From an optimization exercise on the open Yosys and OpenROAD flow, aimed at small area and a short achievable clock period; shortcuts taken in it are not production practice. Function was checked by simulation only, so behaviour that the tests miss may differ from the original. No activity file was given, so power comes from the tool's default toggle rates.

==> flow/design.v (excerpt) <==
module nlb_lpbk
(
  input  logic                Clk_400,
  input  logic                rst,
  input  logic                mmio_wr,
  input  logic                mmio_rd,
  input  nlb_pkg::csr_addr_t  mmio_addr,
  input  nlb_pkg::csr_data_t  mmio_wdata,
  output nlb_pkg::csr_data_t  mmio_rdata,
  output logic                mmio_rvalid,
  output logic                rd_req_valid,
  output nlb_pkg::mem_req_t   rd_req,
  input  logic                rd_almfull,
  input  logic                rd_rsp_valid,
  input  nlb_pkg::tid_t       rd_rsp_tid,
  input  nlb_pkg::line_data_t rd_rsp_data,
  output logic                wr_req_valid,
  output nlb_pkg::mem_req_t   wr_req,
  output nlb_pkg::line_data_t wr_data,
  input  logic                wr_almfull,
  input  logic                wr_rsp_valid
);
Size: about 4,700 flip-flops, roughly 0.17 mm^2 of cells after synthesis.
==> flow/config.mk <==
export PLATFORM = sky130hd
export DESIGN_NAME = nlb_lpbk
export DESIGN_NICKNAME = nlb_lpbk
export VERILOG_FILES = /design/flow/design.v
export SDC_FILE = /design/flow/constraint.sdc
export NUM_CORES = 4
export LEC_CHECK = 0
export CAP_MARGIN = 20
export CORE_MARGIN = 2
export CORE_UTILIZATION = 50
export SETUP_SLACK_MARGIN = 4.4
export SLEW_MARGIN = 20
==> flow/constraint.sdc <==
create_clock -name core_clock -period 8.0 [get_ports {Clk_400}]
set_input_delay 1.6000 -clock core_clock [delete_from_list [all_inputs] [get_ports {Clk_400}]]
set_output_delay 1.6000 -clock core_clock [all_outputs]
set_load 0.01 [all_outputs]
standard.sh (not shown) runs the stock make flow with config.mk's settings and CLKGATE_MAP_FILE= SYNTH_SCRIPT=/design/flow/synth_recipe.tcl, a recipe that flattens the netlist after the stock synthesis.
==> flow/flow/run.sh <==
#!/bin/bash
# The standard layout (standard.sh), with two changes to what it builds:
# - ports are buffered with buf_1 instead of the delay cell buffer_ports picks;
#   the resizer still sizes them up where timing needs it
# - clock tree synthesis inserts no dummy loads and clusters up to 25 sinks per leaf buffer
set -euo pipefail
export BUFFER_PORTS_ARGS="-buffer_cell sky130_fd_sc_hd__buf_1"
export CTS_ARGS="-sink_clustering_enable -repair_clock_nets -dont_use_dummy_load -sink_clustering_size 25 -sink_clustering_max_diameter 120"
bash standard.sh > make.log 2>&1
==> next run, changes <==
--- a/flow/design.v
+++ b/flow/design.v
@@ -321,13 +321,13 @@
   always_ff @(posedge Clk_400)
   begin
     wr_ptr <= wr_ptr_n;
     rd_ptr <= rd_ptr_n;
     wr_sel <= (cnt_n == CW'(8)) ? '0 : wr_ptr_n;
     rd_sel <= (cnt_n >= CW'(2)) ? rd_ptr_n : '0;
-    in_sel <= lpbk_n && (cnt_n <= CW'(1));
+    in_sel <= lpbk_n && (cnt_n <= CW'(1)) && (run_n || done_n);
     pat_sel <= write_n;
     head_free <= (cnt_n == '0);
   end
   logic [EW-1:0] ram [RN];
   for (genvar i = 0; i < RN; i++)
   begin : g_ram
Die area barely changes.
Wire length went up by 0.68%.
Register-to-register slack gets worse by 0.04 ns.
Design area stays flat.
Non-clock buffer count rose by 33.
Combinational power falls by about 55%.
Count of clock-buffer cells in the layout drops by 1.
Hold slack is worse by 0.035 ns.
Worst setup slack gains 0.0088 ns.
Area after synthesis is about the same.

--- another note on this design; it stands on its own ---

trial 75:
## nlb_lpbk
module nlb_lpbk
(
  input  logic                Clk_400,
  input  logic                rst,
  input  logic                mmio_wr,
  input  logic                mmio_rd,
  input  nlb_pkg::csr_addr_t  mmio_addr,
  input  nlb_pkg::csr_data_t  mmio_wdata,
  output nlb_pkg::csr_data_t  mmio_rdata,
  output logic                mmio_rvalid,
  output logic                rd_req_valid,
  output nlb_pkg::mem_req_t   rd_req,
  input  logic                rd_almfull,
  input  logic                rd_rsp_valid,
  input  nlb_pkg::tid_t       rd_rsp_tid,
  input  nlb_pkg::line_data_t rd_rsp_data,
  output logic                wr_req_valid,
  output nlb_pkg::mem_req_t   wr_req,
  output nlb_pkg::line_data_t wr_data,
  input  logic                wr_almfull,
  input  logic                wr_rsp_valid
);
For scale: about 10000 cells after synthesis, about 1300 I/O pins.
Settings: LEC_CHECK=0, CAP_MARGIN=20, CORE_MARGIN=2, CORE_UTILIZATION=50, SETUP_SLACK_MARGIN=4.7, SLEW_MARGIN=20; clock period 8.0 ns.
standard.sh (not shown) runs the stock make flow with config.mk's settings and CLKGATE_MAP_FILE= SYNTH_SCRIPT=/design/flow/synth_recipe.tcl, a recipe that flattens the netlist after the stock synthesis.
==> flow/flow/run.sh <==
#!/bin/bash
# The standard layout (standard.sh), with two changes to what it builds:
# - ports are buffered with buf_1 instead of the delay cell buffer_ports picks;
#   the resizer still sizes them up where timing needs it
# - clock tree synthesis inserts no dummy loads and clusters up to 25 sinks per leaf buffer
set -euo pipefail
export BUFFER_PORTS_ARGS="-buffer_cell sky130_fd_sc_hd__buf_1"
export CTS_ARGS="-sink_clustering_enable -repair_clock_nets -dont_use_dummy_load -sink_clustering_size 25 -sink_clustering_max_diameter 120"
bash standard.sh > make.log 2>&1
Looking at the reports, trial 75 completed the entire flow and the layout it produced met the timing, DRC and antenna checks.
The inputs of build 72 differ from those of trial 75 as listed below.
Settings: changing SETUP_SLACK_MARGIN from 4.7 to 4.5.
==> summary.txt <==
Build 72: utilization is 0.41 points lower than what trial 75 reported.
Going from trial 75 to build 72, the clock period minus final worst setup slack was found to have gone down by 0.028 ns.
On final area, trial 75 loses to build 72.

## port drivers added, routing unchanged
How much do the figures lean on ideal ports? The routed layouts below were timed once more, with nothing changed but the port constraints.
Step 1: set_driving_cell puts a clkbuf_16 on Clk_400 and a buf_2 on each other input, an assumption about the parent block.
Step 2 moves the port delays by t, midway between the first and last clock arrival at a register: inputs arrive t later, outputs are due t later. That takes back most of the time a late clock gives input paths.
Slacks: ideal ports / drivers / drivers and shift; pairs: ideal ports / drivers.
| run | shift t [ns] | slack for setup (ns) | clock arrival spread, ns | worst slew at a driven data input, ns | cell pins on the clock port's net |
|---|---|---|---|---|---|
| the first run of note 1 | 1.012 | 4.369 / 4.337 / 3.402 | 0.168 / 0.168 | 0.35 | 1 |
| the second run of note 1 | 1.039 | 4.378 / 4.344 / 3.391 | 0.126 / 0.126 | 0.27 | 1 |
| trial 75 | 1.013 | 4.314 / 4.351 / 3.338 | 0.132 / 0.132 | 0.25 | 1 |
| build 72 | 1.021 | 4.342 / 4.373 / 3.352 | 0.134 / 0.134 | 0.25 | 1 |
After both steps every run listed still meets setup and hold. For build 72, which loses most, drivers alone change the setup slack by +0.031 ns; drivers and shift together by -0.990 ns.
